This is an optimization exercise on Yosys and OpenROAD, whose aim is small area, a short achievable clock period and few clock cycles per item, not a production implementation. Function was checked by simulation only, so behaviour that the tests miss may differ from the original. Power figures rest on the tool's default switching activity, not on a simulated workload.

`design.v`:
```
module pwm_timing_param_calc #(
   parameter int PERIOD_BITS  = 16,
   parameter int MAX_DIV_CODE = 7
) (
   input  logic        clock,
   input  logic        reset,
   input  logic        req_start,
   output logic        busy,
   input  logic [6:0]  req_percent,
   output logic        rsp_valid,
   output logic [2:0]  rsp_div_code,
   output logic [7:0]  rsp_prescale_code,
   output logic [15:0] rsp_period_code,
   output logic [15:0] rsp_duty_code,
   output logic        rsp_duty_zero,
   output logic [1:0]  rsp_status,
   input  logic        csr_valid,
   output logic        csr_ready,
   input  logic [0:0]  csr_index,
   input  logic [31:0] csr_wdata
);
   localparam logic [30:0] G1 = 31'd1000000000;
   localparam logic [34:0] FIT_LIMIT = 35'd16776960;    
   localparam logic [7:0]  PCT100 = 8'd100;
   localparam logic [3:0] CF_DONE  = 4'd0;
   localparam logic [3:0] CF_CLK   = 4'd1;    
   localparam logic [3:0] CF_CLKR  = 4'd2;    
   localparam logic [3:0] CF_CLKS  = 4'd3;    
   localparam logic [3:0] CF_CQ    = 4'd4;    
   localparam logic [3:0] CF_CQF   = 4'd5;    
   localparam logic [3:0] CF_CYC   = 4'd6;    
   localparam logic [3:0] CF_CYF   = 4'd7;    
   localparam logic [3:0] CF_FIT   = 4'd8;    
   localparam logic [3:0] CF_PRE   = 4'd9;    
   localparam logic [3:0] CF_DP3   = 4'd10;   
   localparam logic [3:0] CF_PRD   = 4'd11;   
   localparam logic [3:0] CF_WAIT  = 4'd12;   
   localparam logic [3:0] CF_PDEC  = 4'd13;   
   localparam logic [1:0] A_EMPTY = 2'd0;
   localparam logic [1:0] A_WAIT  = 2'd1;    
   localparam logic [1:0] A_RUN   = 2'd2;
   localparam logic [1:0] A_DONE  = 2'd3;
   logic [31:0] per_r;
   logic [2:0]  kq;          
   logic [30:0] kr;          
   logic        k_raw;
   logic [27:0] cqq;
   logic [30:0] cqr;
   logic [6:0]  rr;
   logic [2:0]  divc;
   logic [7:0]  prem1;
   logic [16:0] dp;          
   logic [18:0] dp3;         
   logic [15:0] period;
   logic        psat;
   logic        st2;
   logic        nofit;
   logic        szero;
   logic        cfg_ok;
   logic        cfg_dp;      
   logic [3:0]  cf_st;
   logic [1:0]  a_st;
   logic [6:0]  a_pct;
   logic        a_bad;
   logic [4:0]  cnt;
   logic        a_p;         
   logic        a_pn;        
   logic [6:0]  a_t;         
   logic [1:0]  a_u;         
   logic [2:0]  a_d;         
   logic        raw0;        
   logic [32:0] xs, xc;
   logic [34:0] a_y;
   logic        c_busy;
   logic        c_prd;       
   logic        c_bad;
   logic        c_first;
   logic        c_sat;
   logic [2:0]  c_cnt;
   logic [18:0] c_r;
   logic [15:0] c_yq;
   logic        o_valid;
   logic        o_bad;
   logic [15:0] o_duty;
   logic        o_zero;
   logic        m_clk, m_cq, m_cyc, a_step;
   logic        p_next;
   logic [8:0]  t2, t_n;
   logic [1:0]  u_n;
   logic [32:0] r1, r2, r3, r4;
   logic [32:0] s1, c1, s2, c2, ndg, xs_n, xc_n;
   logic [5:0]  est;
   logic [2:0]  d;
   logic [34:0] y_n;
   logic [32:0] x_bin;
   logic        x_ge;
   logic [34:0] y_res0, y_res1, y_fin;
   assign m_clk  = (cf_st == CF_CLKR);
   assign m_cq   = (cf_st == CF_CQ);
   assign m_cyc  = (cf_st == CF_CYC);
   assign a_step = m_clk || m_cq || m_cyc || (a_st == A_RUN);
   assign p_next = m_cyc ? PCT100[cnt[2:0] - 3'd1] : (!m_cq && a_pct[5]);
   assign t2 = {1'b0, a_t, 1'b0} + (m_cq ? 9'(a_pn) : (p_next ? 9'(rr) : 9'd0));
   always_comb begin
      if (t2 >= 9'd200)      u_n = 2'd2;
      else if (t2 >= 9'd100) u_n = 2'd1;
      else                   u_n = 2'd0;
   end
   assign t_n = t2 - 9'(u_n) * 9'd100;
   assign r1 = {xs[31:0], m_clk & raw0};
   assign r2 = {xc[31:0], 1'b0};
   assign r3 = a_p ? {2'b0, cqr} : 33'd0;
   always_comb begin
      case (a_u)
         2'd1:    r4 = {2'b0, kr};
         2'd2:    r4 = {1'b0, kr, 1'b0};
         default: r4 = 33'd0;
      endcase
   end
   assign est = r1[32:27] + r2[32:27] + r3[32:27] + r4[32:27];
   always_comb begin
      if (est >= 6'd61)      d = 3'd0;    
      else if (est >= 6'd53) d = 3'd7;
      else if (est >= 6'd45) d = 3'd6;
      else if (est >= 6'd38) d = 3'd5;
      else if (est >= 6'd30) d = 3'd4;
      else if (est >= 6'd23) d = 3'd3;
      else if (est >= 6'd15) d = 3'd2;
      else if (est >= 6'd8)  d = 3'd1;
      else                   d = 3'd0;
      case (d)
         3'd1:    ndg = 33'h1c4653600;
         3'd2:    ndg = 33'h188ca6c00;
         3'd3:    ndg = 33'h14d2fa200;
         3'd4:    ndg = 33'h11194d800;
         3'd5:    ndg = 33'h0d5fa0e00;
         3'd6:    ndg = 33'h09a5f4400;
         3'd7:    ndg = 33'h05ec47a00;
         default: ndg = 33'h000000000;
      endcase
   end
   assign s1   = r1 ^ r2 ^ r3;
   assign c1   = {((r1 & r2) | (r1 & r3) | (r2 & r3)), 1'b0};
   assign s2   = s1 ^ c1 ^ r4;
   assign c2   = {((s1 & c1) | (s1 & r4) | (c1 & r4)), 1'b0};
   assign xs_n = s2 ^ c2 ^ ndg;
   assign xc_n = {((s2 & c2) | (s2 & ndg) | (c2 & ndg)), 1'b0};
   assign y_n = {a_y[33:0], 1'b0} + (a_p ? {7'b0, cqq} : 35'd0)
              + {30'd0, 5'(a_u) * 5'(kq) + {1'b0, a_d, 1'b0}};
   assign x_bin  = xs + xc;
   assign x_ge   = (x_bin[30:0] >= G1);
   assign y_res0 = a_y + 35'(a_d);
   assign y_res1 = a_y + 35'(a_d) + 35'd1;
   assign y_fin  = x_ge ? y_res1 : y_res0;
   logic [16:0] hl;
   logic [7:0]  pm1;
   assign hl  = {9'b0, xs[23:16]} + {1'b0, xs[15:0]} + 17'd1;
   assign pm1 = xs[23:16] + 8'(hl[16]);
   logic [18:0] q4;
   logic [18:0] dp1, dp2;
   logic [1:0]  qd;
   logic [18:0] q4_n;
   logic [15:0] yq_n;
   logic        sat_n;
   logic        c_last;
   assign dp1 = {2'b0, dp};
   assign dp2 = {1'b0, dp, 1'b0};
   assign q4  = {c_r[16:0], c_yq[15:14]};
   always_comb begin
      if (q4 >= dp3)      begin qd = 2'd3; q4_n = q4 - dp3; end
      else if (q4 >= dp2) begin qd = 2'd2; q4_n = q4 - dp2; end
      else if (q4 >= dp1) begin qd = 2'd1; q4_n = q4 - dp1; end
      else                begin qd = 2'd0; q4_n = q4;       end
   end
   assign yq_n   = {c_yq[13:0], qd};
   assign sat_n  = c_sat || (c_first && (c_r >= dp1));
   assign c_last = c_busy && (c_cnt == 3'd0);
   logic c_free, a_to_c, acc_item, acc_write;
   assign c_free    = !c_busy || c_last;
   assign a_to_c    = (a_st == A_DONE) && c_free;
   assign busy      = !((a_st == A_EMPTY) || a_to_c);
   assign csr_ready = (a_st == A_EMPTY) && !(c_busy && !c_prd);
   assign acc_item  = !reset && req_start && !busy;
   assign acc_write = !reset && csr_valid && csr_ready;
   always_ff @(posedge clock) begin
      if (reset) begin
         per_r   <= 32'd50000;
         kq      <= 3'd0;
         kr      <= 31'd200000000;
         k_raw   <= 1'b0;
         cfg_ok  <= 1'b0;
         cf_st   <= CF_CLK;
         a_st    <= A_EMPTY;
         c_busy  <= 1'b0;
         o_valid <= 1'b0;
      end else begin
         o_valid <= 1'b0;
         if (a_step) begin
            a_t  <= t_n[6:0];
            a_u  <= u_n;
            a_p  <= p_next;
            a_pn <= per_r[cnt - 5'd2];
            a_d  <= d;
            xs   <= xs_n;
            xc   <= xc_n;
            a_y  <= y_n;
            cnt  <= cnt - 5'd1;
         end
         case (cf_st)
            CF_CLK, CF_CLKS: begin
               if (cf_st == CF_CLK && k_raw) begin
                  xs    <= {2'b0, kq[0], kr[30:1]};
                  xc    <= '0;
                  raw0  <= kr[0];
                  a_p   <= 1'b0;
                  a_u   <= 2'd0;
                  a_d   <= '0;
                  cf_st <= CF_CLKR;
               end else begin
                  if (cf_st == CF_CLKS) begin
                     kq    <= a_d;
                     kr    <= x_bin[30:0];
                     k_raw <= 1'b0;
                  end
                  if (per_r[31:25] >= 7'd100) begin
                     a_u <= 2'd1;
                     a_t <= per_r[31:25] - 7'd100;
                  end else begin
                     a_u <= 2'd0;
                     a_t <= per_r[31:25];
                  end
                  a_pn  <= per_r[24];
                  a_p   <= 1'b0;
                  a_d   <= '0;
                  xs    <= '0;
                  xc    <= '0;
                  a_y   <= '0;
                  cnt   <= 5'd25;
                  cf_st <= CF_CQ;
               end
            end
            CF_CLKR: begin
               cf_st <= CF_CLKS;
            end
            CF_CQ: begin
               if (cnt == 5'd0) begin
                  rr    <= a_t;
                  cf_st <= CF_CQF;
               end
            end
            CF_CQF: begin
               cqr   <= x_bin[30:0];
               cqq   <= y_res0[27:0];
               a_t   <= rr;
               a_u   <= 2'd0;
               a_p   <= 1'b1;
               a_d   <= '0;
               xs    <= '0;
               xc    <= '0;
               a_y   <= '0;
               cnt   <= 5'd6;
               cf_st <= CF_CYC;
            end
            CF_CYC: begin
               if (cnt == 5'd0) cf_st <= CF_CYF;
            end
            CF_CYF: begin
               a_y   <= y_fin >> 1;
               divc  <= 3'd0;
               cf_st <= CF_FIT;
            end
            CF_FIT: begin
               if (a_y <= FIT_LIMIT || divc == 3'd7) begin
                  nofit <= (a_y > FIT_LIMIT);
                  szero <= (a_y == 35'd0);
                  xs    <= 33'(a_y[23:0] - 24'd1);
                  cf_st <= CF_PRE;
               end else begin
                  a_y  <= a_y >> 1;
                  divc <= divc + 3'd1;
               end
            end
            CF_PRE: begin
               if (nofit) begin
                  prem1 <= 8'd255;
                  dp    <= 17'd256;
               end else if (szero) begin
                  prem1 <= 8'd0;
                  dp    <= 17'd1;
               end else begin
                  prem1 <= pm1;
                  dp    <= 17'(pm1) + 17'd1;
               end
               st2   <= nofit || szero;
               cf_st <= CF_DP3;
            end
            CF_DP3: begin
               dp3   <= dp1 + dp2;
               cf_st <= cfg_dp ? CF_DONE : CF_PRD;
               if (cfg_dp) cfg_ok <= 1'b1;
            end
            CF_PRD: begin
               cf_st <= CF_WAIT;
            end
            CF_WAIT: begin
               if (c_last) begin
                  period <= yq_n;
                  psat   <= sat_n;
                  cf_st  <= CF_PDEC;
               end
            end
            CF_PDEC: begin
               if (psat)                  period <= 16'hffff;
               else if (period != 16'd0)  period <= period - 16'd1;
               dp     <= dp << ({1'b0, divc} + 4'd1);
               cfg_dp <= 1'b1;
               cf_st  <= CF_DP3;
            end
            default: ;
         endcase
         if (cf_st == CF_CLK) cfg_dp <= 1'b0;
         case (a_st)
            A_WAIT: begin
               if (cfg_ok) begin
                  a_st <= A_RUN;
                  a_p  <= a_pct[6];
                  a_t  <= a_pct[6] ? rr : 7'd0;
                  a_u  <= 2'd0;
                  a_d  <= '0;
                  xs   <= '0;
                  xc   <= '0;
                  a_y  <= '0;
                  cnt  <= 5'd6;
               end
            end
            A_RUN: begin
               a_pct <= {a_pct[5:0], 1'b0};
               if (cnt == 5'd0) a_st <= A_DONE;
            end
            A_DONE: begin
               if (a_to_c) a_st <= A_EMPTY;
            end
            default: ;
         endcase
         if (acc_item) begin
            a_pct <= req_percent;
            a_bad <= (req_percent > 7'd100);
            if (cfg_ok) begin
               a_st <= A_RUN;
               a_p  <= req_percent[6];
               a_t  <= req_percent[6] ? rr : 7'd0;
               a_u  <= 2'd0;
               a_d  <= '0;
               xs   <= '0;
               xc   <= '0;
               a_y  <= '0;
               cnt  <= 5'd6;
            end else begin
               a_st <= A_WAIT;
            end
         end
         if (c_busy) begin
            c_r     <= q4_n;
            c_yq    <= yq_n;
            c_sat   <= sat_n;
            c_first <= 1'b0;
            c_cnt   <= c_cnt - 3'd1;
            if (c_last) begin
               c_busy <= 1'b0;
               if (!c_prd) begin
                  o_valid <= 1'b1;
                  o_bad   <= c_bad;
                  o_duty  <= c_bad ? 16'd0 : (sat_n ? 16'hffff : yq_n);
                  o_zero  <= !c_bad && !sat_n && (yq_n == 16'd0);
               end
            end
         end
         if (a_to_c) begin
            c_busy  <= 1'b1;
            c_prd   <= 1'b0;
            c_bad   <= a_bad;
            c_first <= 1'b1;
            c_sat   <= 1'b0;
            c_cnt   <= 3'd7;
            c_r     <= y_fin[34:16];
            c_yq    <= y_fin[15:0];
         end
         if (cf_st == CF_PRD) begin
            c_busy  <= 1'b1;
            c_prd   <= 1'b1;
            c_first <= 1'b1;
            c_sat   <= 1'b0;
            c_cnt   <= 3'd7;
            c_r     <= a_y[34:16];
            c_yq    <= a_y[15:0];
         end
         if (acc_write) begin
            if (csr_index == 1'b0) begin
               kq    <= {2'b0, csr_wdata[31]};
               kr    <= csr_wdata[30:0];
               k_raw <= 1'b1;
            end else begin
               per_r <= csr_wdata;
            end
            cfg_ok <= 1'b0;
            cf_st  <= CF_CLK;
            c_busy <= 1'b0;
         end
      end
   end
   assign rsp_valid         = o_valid;
   assign rsp_div_code      = o_bad ? 3'd0 : divc;
   assign rsp_prescale_code = o_bad ? 8'd0 : prem1;
   assign rsp_period_code   = o_bad ? 16'd0 : period;
   assign rsp_duty_code     = o_duty;
   assign rsp_duty_zero     = o_zero;
   assign rsp_status        = o_bad ? 2'd1 : (st2 ? 2'd2 : 2'd0);
endmodule
```
`run.sh`:
```
#!/bin/bash
# synth_recipe.tcl (not shown) runs the flow's synth.tcl, then flattens the netlist and writes it again
# the make line also repeats each setting of config.mk as NAME=value (left out here)
make -C /OpenROAD-flow-scripts/flow DESIGN_CONFIG=/design/flow/config.mk WORK_HOME=/design/flow/orfs CLKGATE_MAP_FILE= SYNTH_SCRIPT=/design/flow/synth_recipe.tcl finish
```
`config.mk`:
```
export PLATFORM = sky130hd
export DESIGN_NAME = pwm_timing_param_calc
export DESIGN_NICKNAME = pwm_timing_param_calc
export VERILOG_FILES = /design/flow/design.v
export SDC_FILE = /design/flow/constraint.sdc
export NUM_CORES = 4
export LEC_CHECK = 0
export ABC_CLOCK_PERIOD_IN_PS = 4500
export CAP_MARGIN = 20
export CORE_MARGIN = 2
export CORE_UTILIZATION = 40
export SETUP_SLACK_MARGIN = 3.0
export SLEW_MARGIN = 20
```
`constraint.sdc`:
```
create_clock -name core_clock -period 8.0 [get_ports {clock}]
set_input_delay 1.6000 -clock core_clock [delete_from_list [all_inputs] [get_ports {clock}]]
set_output_delay 1.6000 -clock core_clock [all_outputs]
set_load 0.01 [all_outputs]
```
==> flow_summary.ini, run 1 <==
[routing]
postRouteWirelength_um = 113000
vias_per_cell = 5.91
wire_per_inst_um = 22.5
drt-initial-drc-count = 3060
detail_route.first_pass.iterations = 5
detailroute.via_count = 29500
postRouteAntennaNets = 0
detail_route.drc_violations = 0

[worst_setup_path]
r2r_slack_ns = 2.79
crit_path_start_kind = flip-flop
crit_path_start = a_u[1]$_DFFE_PN_
endpoint_kind = flip-flop
reg2regPathDepth = 27
timing.rr.end = xs[12]$_DFFE_PN_
cp_max_fo = 5
reg2reg_from = a_u[1]$_DFFE_PN_
crit_arrival_ns = 5.57
timing.critical_path.required_ns = 8.37
timing_worst_setup_path_type = flip-flop to flip-flop

[clock_tree]
clock_latency_ns = 0.63
cts.htree.levels = 2
numClockSinks = 397
cts_made_buffers = 50
cts.root.buffer_cell = sky130_fd_sc_hd__clkbuf_16
cts_tree = done
worst_setup_hold_path_clk_slew_ns = 0.06
clock_path_buffers = 3

[outcome]
outcome = finished clean

[placed_design]
post_dp_cell_area_um2 = 35200
dp_hpwl_um = 82500
gp_routability_congestion = 0.926
io_buffer_count = 92

[final_layout]
ff_latch_area_um2 = 11200
fill_cells = 7968
area_growth_syn_to_layout_pct = 15.6
fin_area_um2 = 38400
multi_input_comb_area_um2 = 21400
final_nets = 4258
antenna_cells = 0
post_route_cells_drive_above_1_share_pct = 11.2

[global_route]
first_pass_grt_wire_length_um = 171000
globalRouteOverflowTotal = 0
maximum_number_of_pins_on_one_net_before_global_route_repair = 73
vias_in_the_first_global_route = 28000
number_of_antenna_violations_at_the_first_check_in_global_routing = 1
grt.total_usage_pct = 25.7

[floorplan]
placementRows = 105
height_of_the_chip_um = 292
boundaryPins = 93
die-area_um2 = 85500
floorplan.core_area_um2 = 82200
die_w_um = 292
initial_utilization_pct = 40.4

[synthesis]
top_flip_flop_cell_by_instance_count_after_synthesis = sky130_fd_sc_hd__edfxtp_1
synth_warnings = 1
netlist-cell-type-count = 90
synth.ff_latch_count = 397
syn_avg_cell_area_um2 = 8.69
yosys-top-cells-count = sky130_fd_sc_hd__nand2_1, sky130_fd_sc_hd__nor2_1, sky130_fd_sc_hd__edfxtp_1, sky130_fd_sc_hd__a21oi_1, sky130_fd_sc_hd__inv_1
largest_cells_by_area_after_synthesis = sky130_fd_sc_hd__edfxtp_1, sky130_fd_sc_hd__ha_1, sky130_fd_sc_hd__nand2_1, sky130_fd_sc_hd__fa_1, sky130_fd_sc_hd__dfxtp_1
syn_inst = 3825
synth_async_sr_flop_share_pct = 0
synth_top_cell_area_share_pct = 29.0
post-synth-top-count-cell = sky130_fd_sc_hd__nand2_1
count_of_flip_flops_with_a_built_in_enable_after_synthesis = 321
syn-num-nets = 4200
synth.yosys.seq_area_share_pct = 33.6
synth_top_area_cell = sky130_fd_sc_hd__edfxtp_1
synthesis.area_um2 = 33300

[sta]
report.final.setup_viol = 0
final_min_period_ns = 5.21
skew_ns = 0.0540
hold_slack_ns = 0.465
setup-tns-final_ns = 0
relSlewSlack_pct = 12.7
fin_crit_sh_pct = 65.1
max_freq_mhz = 192
tightestPinTransition_ns = 1.31
finalHoldViolations = 0
slew_viol_final = 0
unrepaired_setup_endpoints_after_global_routing = yes

[min_path]
hp-start = per_r[0]$_SDFFE_PP0P_
min_delay_path_class = flip-flop to flip-flop
min_to = per_r[0]$_SDFFE_PP0P_
hold_path_depth = 2

[power]
power_switching_share_pct = 35.9
p_int_uw = 4890
ir_drop_mv = 0.188
p_per_area_nw_per_um2 = 198
sequential_cell_fraction_of_total_power_pct = 33.1
p_comb_share_pct = 36.3
leakage_uw = 0.0150
clockPowerShare_pct = 30.6
switchingPower_uw = 2730

[run]
timing.max_cap.violations = 0
-- final cells by class --
| type | instances | area share (%) |
|---|---|---|
| clock buffer | 65 | 3.70 |
| clock inverter | 27 | 0.606 |
| inverter | 255 | 2.50 |
| multi-input combinational | 2971 | 55.7 |
| sequential | 397 | 29.0 |
| tap | 1070 | 3.48 |
| timing repair buffer | 208 | 4.96 |
-- through the flow --
step | cells | total power, µW | utilization [%] | worst slack (ns)
finish | 4993 | 7620 | 46.7 | 2.79
global route | 4993 | 8020 | 46.7 | 2.60
CTS | 4951 | 7300 | 45.6 | 2.81
detailed placement | 4830 | 4720 | 42.8 | 1.96
global placement | 4830 | 4710 | 42.8 | 2.17
floorplan | 3825 | 4090 | - | 2.93
-- sequential cells by signal (all words and copies together) (netlist names), 3 cells and up --
name,flops
period,16
kr,31
a_y,35
cnt,5
a_d,3
a_pct,7
cqr,31
xs,32
c_r,19
per_r,32
rr,7
dp,17
cf_st,4
divc,3
a_t,7
o_duty,16
dp3,19
prem1,8
cqq,28
c_cnt,3
kq,3
xc,32
c_yq,16
-- power by group through the flow --
stage / logic [µW] / clock network [µW] / registers, µW
after CTS: 2420 / 2350 / 2520
after global routing: 3050 / 2440 / 2530
after global placement: 2140 / 0 / 2570
final: 2760 / 2330 / 2520
after floorplan: 1620 / 0 / 2460
after detailed placement: 2150 / 0 / 2580
-- cell families after synthesis --
kind of cell,Yosys count,share of synthesized area [%]
simple gates,1377,19.1
compound gates,970,18.8
buf+inv,457,5.26
flops,397,33.6
fa+ha+maj,332,14.8
xor+xnor,233,6.16
mux,59,2.40
-- how the worst max path moves through the flow --
stage                             endpoint  cells after the start
after floorplan           xs[28]$_DFFE_PN_                     25
after global placement    a_t[6]$_DFFE_PN_                     27
after detailed placement  a_t[6]$_DFFE_PN_                     27
after CTS                 xs[22]$_DFFE_PN_                     24
after global routing      xs[18]$_DFFE_PN_                     27
final                     xs[12]$_DFFE_PN_                     27
-- metal layers --
layer | track usage [%] | part of all wire [%] | vias to the layer above
met5 | 0 | 0 | -
met4 | 9.44 | 4.1 | 0
met3 | 3.73 | 7.2 | 227
met2 | 41.6 | 46 | 1228
met1 | 35.0 | 43 | 14300
li1 | - | - | 13800
-- worst max-delay path, stage by stage (launching register included) --
cell	delay, ns
sky130_fd_sc_hd__edfxtp_1	0.48
sky130_fd_sc_hd__ha_4	0.34
sky130_fd_sc_hd__nor2b_4	0.05
sky130_fd_sc_hd__buf_12	0.12
sky130_fd_sc_hd__a22oi_2	0.16
sky130_fd_sc_hd__inv_1	0.07
sky130_fd_sc_hd__fa_1	0.44
sky130_fd_sc_hd__ha_2	0.20
sky130_fd_sc_hd__fa_2	0.37
sky130_fd_sc_hd__a21o_1	0.20
sky130_fd_sc_hd__a21oi_4	0.19
sky130_fd_sc_hd__xnor2_4	0.12
sky130_fd_sc_hd__a21oi_2	0.19
sky130_fd_sc_hd__buf_4	0.14
sky130_fd_sc_hd__nor2_2	0.03
sky130_fd_sc_hd__nor2_1	0.11
sky130_fd_sc_hd__nor2_2	0.07
sky130_fd_sc_hd__buf_4	0.14
sky130_fd_sc_hd__ha_4	0.18
sky130_fd_sc_hd__buf_6	0.13
sky130_fd_sc_hd__o21ai_4	0.16
sky130_fd_sc_hd__buf_6	0.14
sky130_fd_sc_hd__nand2_4	0.05
sky130_fd_sc_hd__fa_2	0.43
sky130_fd_sc_hd__nand2_1	0.08
sky130_fd_sc_hd__a21oi_2	0.07
sky130_fd_sc_hd__a221oi_2	0.21
sky130_fd_sc_hd__nor2_1	0.08
-- timing repair --
action / 4_1_cts / 5_1_grt
endpoints found under the setup margin: 85 / 77
pin swaps: 59 / 121
gates cloned: 2 / 0
hold buffers: 0 / 0
setup buffers: 27 / 42
gates resized for setup: 94 / 137
endpoints found under the hold margin: 0 / 0
-- cell usage in the layout, fill, tap and decap left out, drive strengths merged, types with 21 or more instances in the layout --
cell type | Yosys | layout
nor4 | 26 | 26
nor2 | 325 | 325
buf | 32 | 115
nand2b | 44 | 44
or3 | 24 | 24
clkinv | 5 | 24
a22oi | 40 | 40
nand2 | 555 | 555
fa | 101 | 101
o21a | 24 | 24
ha | 230 | 230
a31oi | 34 | 34
clkbuf | 170 | 65
a21oi | 277 | 277
nor2b | 57 | 57
dfxtp | 76 | 76
and3 | 27 | 27
a211oi | 56 | 56
clkdlybuf4s50 | 0 | 91
a311oi | 22 | 22
xor2 | 80 | 80
inv | 250 | 253
nand4 | 32 | 32
a22o | 21 | 21
edfxtp | 321 | 321
nand3 | 80 | 80
nor3 | 88 | 88
mux2i | 38 | 38
o211ai | 25 | 25
and2 | 68 | 68
xnor2 | 153 | 153
a21o | 45 | 45
a221oi | 29 | 29
o22ai | 39 | 39
o21ai | 225 | 225
Testbench counts, summed over its fixed seeds: cycles 26,749, items 2,400.
==> run 2, diff against run 1 <==
--- a/config.mk
+++ b/config.mk
@@ -5,9 +5,7 @@
 export SDC_FILE = /design/flow/constraint.sdc
 export NUM_CORES = 4
 export LEC_CHECK = 0
-export ABC_CLOCK_PERIOD_IN_PS = 4500
 export CAP_MARGIN = 20
 export CORE_MARGIN = 2
 export CORE_UTILIZATION = 40
-export SETUP_SLACK_MARGIN = 3.0
 export SLEW_MARGIN = 20
==> run 2 against run 1 <==
  * Still clean
  * Via count shrank 1.6%
  * Flip-flop and latch count is the same
  * First-iteration DRC count shrank 7.0%
  * Cell area shrank 4.3%
  * Register-to-register slack lost 1.4 ns
  * Total power shrank 8.7%
  * Area after synthesis is the same
  * Routed wire length shrank 2.0%
  * Global-route usage shrank 0.17 points
  * Hold slack lost 0.0071 ns
  * Critical path type unchanged
  * Largest power group is now sequential cells
==> flow_summary.ini, run 2 <==
[final_layout]
final_common_cell = sky130_fd_sc_hd__nand2_1
register_with_the_most_flip_flops = a_y
final_nets = 4185
antenna_cells = 0
largest_reg_flops = 35
post_route_cells_drive_above_1_share_pct = 5.37
multi_input_comb_area_um2 = 20400
mostFrequentLayoutCells = sky130_fd_sc_hd__nand2_1, sky130_fd_sc_hd__nor2_1, sky130_fd_sc_hd__edfxtp_1
ff_latch_area_um2 = 11200
fill_cells = 8065
area_growth_syn_to_layout_pct = 10.6
layout.cells.non_filler = 4922

[sta]
finalHoldViolations = 0
setup-tns-final_ns = 0
report.final.setup_viol = 0
max_freq_mhz = 151
tightestPinTransition_ns = 1.20
skew_ns = 0.0362
unrepaired_setup_endpoints_after_global_routing = no
final_min_period_ns = 6.62
slew_viol_final = 0
relSlewSlack_pct = 19.5
fin_crit_sh_pct = 82.7

[placed_design]
dp_hpwl_um = 82800
gp_routability_congestion = 0.934
post_placement_cell_count = 4828
io_buffer_count = 92

[power]
report.power.total_uw = 6950
ir_drop_mv = 0.182
p_per_area_nw_per_um2 = 189
leakage_uw = 0.0144

[clock_tree]
cts.hold.buffers_added = 0
worst_setup_hold_path_clk_slew_ns = 0.06
cts.root.buffer_cell = sky130_fd_sc_hd__clkbuf_16
clock_path_buffers = 3
cells_resized_by_post_cts_repair = 0
clock_latency_ns = 0.62
cts.htree.levels = 2
post-cts-setup-buffer-count = 0
cts_made_buffers = 50
cts_tree = done
numClockSinks = 397

[floorplan]
boundaryPins = 93
initial_utilization_pct = 40.4
die-area_um2 = 85500
height_of_the_chip_um = 292
placementRows = 105
floorplan.core_area_um2 = 82200
die_w_um = 292

[synthesis]
synthesis.area_um2 = 33300
netlist-cell-type-count = 90
synth_top_cell_area_share_pct = 29.0
yosys.area_share.xor_xnor_pct = 6.16
synth.ff_latch_count = 397
syn_inst = 3825
syn-num-nets = 4200
synth_top_area_cell = sky130_fd_sc_hd__edfxtp_1
top_flip_flop_cell_by_instance_count_after_synthesis = sky130_fd_sc_hd__edfxtp_1
muxShareOfSynthArea_pct = 2.40
yosys.area_share.adder_pct = 14.8
synth_warnings = 1
syn_avg_cell_area_um2 = 8.69
synthSimpleGateAreaFrac_pct = 19.1
synth_compound_gate_area_share_pct = 18.8
synth.yosys.seq_area_share_pct = 33.6
yosys-top-cells-count = sky130_fd_sc_hd__nand2_1, sky130_fd_sc_hd__nor2_1, sky130_fd_sc_hd__edfxtp_1, sky130_fd_sc_hd__a21oi_1, sky130_fd_sc_hd__inv_1
largest_cells_by_area_after_synthesis = sky130_fd_sc_hd__edfxtp_1, sky130_fd_sc_hd__ha_1, sky130_fd_sc_hd__nand2_1, sky130_fd_sc_hd__fa_1, sky130_fd_sc_hd__dfxtp_1
post-synth-top-count-cell = sky130_fd_sc_hd__nand2_1
synth_top_family_by_area = simple AND/OR/NAND/NOR gates
synth_async_sr_flop_share_pct = 0
count_of_flip_flops_with_a_built_in_enable_after_synthesis = 321

[routing]
postRouteWirelength_um = 110000
detailroute.via_count = 29100
detail_route.drc_violations = 0
drt-initial-drc-count = 2846
detail_route.first_pass.iterations = 8
postRouteAntennaNets = 0
wire_per_inst_um = 22.4
vias_per_cell = 5.90

[global_route]
vias_in_the_first_global_route = 27900
grt.total_usage_pct = 25.5
first_pass_grt_wire_length_um = 170000
maximum_number_of_pins_on_one_net_before_global_route_repair = 136
globalRouteOverflowTotal = 0
number_of_antenna_violations_at_the_first_check_in_global_routing = 0

[worst_setup_path]
endpoint_kind = flip-flop
timing_worst_setup_path_type = flip-flop to flip-flop
crit_arrival_ns = 6.97
cp_max_fo = 17
timing.critical_path.required_ns = 8.36
crit_path_start_kind = flip-flop

[run]
timing.max_cap.violations = 0

[min_path]
min_delay_path_class = flip-flop to flip-flop

[outcome]
outcome = finished clean
[run 2: cell counts after synthesis]
No cell type changed its count.
[run 2: path summary, 6_finish.rpt]
| path | start | end | slack (ns) | cells past startpoint |
|---|---|---|---|---|
| setup / recovery | a_u[0]$_DFFE_PN_ | xs[11]$_DFFE_PN_ | 1.38 | 23 |
| hold / removal | per_r[0]$_SDFFE_PP0P_ | per_r[0]$_SDFFE_PP0P_ | 0.46 | 2 |
| setup reg to reg | a_u[0]$_DFFE_PN_ | xs[11]$_DFFE_PN_ | 1.38 | 23 |
| hold reg to reg | per_r[0]$_SDFFE_PP0P_ | per_r[0]$_SDFFE_PP0P_ | 0.46 | 2 |
[run 2: layout make-up]
cell class	instances	area share (%)
well taps	1070	3.64
clock inverters	24	0.446
inverters	255	2.62
flip-flops and latches	397	30.3
multi-input cells	2971	55.6
repair buffers	135	3.40
clock buffers	70	3.97
[run 2: report_power, final]
| part | internal [µW] | switching [µW] | total, µW |
|---|---|---|---|
| clock network | 1310 | 967 | 2280 |
| logic | 808 | 1340 | 2140 |
| registers | 2360 | 173 | 2530 |
| total | 4480 | 2470 | 6950 |
[run 2: kinds of logic (layout without fill, tap and decap cells)]
| logic type | Yosys count | count (layout) |
|---|---|---|
| buffers and inverters | 457 | 484 |
| AO/OA/AOI/OAI | 970 | 970 |
| multiplexers | 59 | 59 |
| adder cells (fa/ha/maj) | 332 | 332 |
| XOR/XNOR | 233 | 233 |
| AND/OR/NAND/NOR | 1377 | 1377 |
| flip-flops | 397 | 397 |
[run 2: routing by layer]
metal  routed length, µm  track usage [%]  vias up
li1                    -                -    13700
met1               47600             34.9    14100
met2               50600             41.3     1133
met3                8300             4.09      187
met4                3750             8.39        0
met5                   0                0        -
[run 2: stage by stage]
stage	setup slack (ns)	hold WS [ns]	util (%)	instance area [µm²]
after floorplan	2.10	0.400	-	33300
after global routing	0.974	0.494	44.7	36800
after global placement	1.64	0.445	42.7	35100
final	1.38	0.458	44.7	36800
after detailed placement	1.53	0.449	42.7	35100
after CTS	1.50	0.459	44.7	36800
[run 2: worst max-delay path, cell delays in order, from the launching register on]
cell	delay, ns
sky130_fd_sc_hd__edfxtp_1	0.45
sky130_fd_sc_hd__inv_1	0.07
sky130_fd_sc_hd__ha_1	0.33
sky130_fd_sc_hd__nor2b_2	0.57
sky130_fd_sc_hd__buf_4	0.36
sky130_fd_sc_hd__a22o_1	0.25
sky130_fd_sc_hd__fa_1	0.48
sky130_fd_sc_hd__fa_1	0.51
sky130_fd_sc_hd__a21o_1	0.18
sky130_fd_sc_hd__a21oi_1	0.18
sky130_fd_sc_hd__xnor2_1	0.38
sky130_fd_sc_hd__nor2_1	0.15
sky130_fd_sc_hd__o21ai_0	0.18
sky130_fd_sc_hd__a21oi_1	0.08
sky130_fd_sc_hd__nor2_1	0.20
sky130_fd_sc_hd__inv_1	0.12
sky130_fd_sc_hd__ha_1	0.23
sky130_fd_sc_hd__o21ai_0	0.45
sky130_fd_sc_hd__nand2_1	0.22
sky130_fd_sc_hd__fa_1	0.50
sky130_fd_sc_hd__nand2_1	0.07
sky130_fd_sc_hd__a21oi_1	0.08
sky130_fd_sc_hd__a221oi_1	0.24
sky130_fd_sc_hd__nor2_1	0.06

what the ideal ports hide:
No port has a modelled driver above. Below, the same layouts with a new extraction and two added sets of constraints. Step 1 (the two cells are an assumption about what drives the block):
set clk [get_ports {clock}]
set_driving_cell -lib_cell sky130_fd_sc_hd__clkbuf_16 $clk
set_driving_cell -lib_cell sky130_fd_sc_hd__buf_2 [delete_from_list [all_inputs] $clk]
Step 2, shift: input delay + t, output delay - t, t = (earliest + latest rising clock arrival at the registers) / 2. This alone moves slack from input paths to output paths. Slacks: ideal ports / drivers / drivers and shift; pairs: ideal ports / drivers.
| run | t (ns) | setup WS [ns] | worst setup path at the end | pins driven straight from the clock port |
|---|---|---|---|---|
| run 1 | 0.665 | 2.795 / 2.795 / 2.715 | input to register | 1 |
| run 2 | 0.669 | 1.382 / 1.382 / 1.382 | register to register | 1 |
After both steps setup and hold are still met in every run listed. For run 1, which loses most, drivers alone change the setup slack by 0.000 ns; drivers and shift together by -0.080 ns.
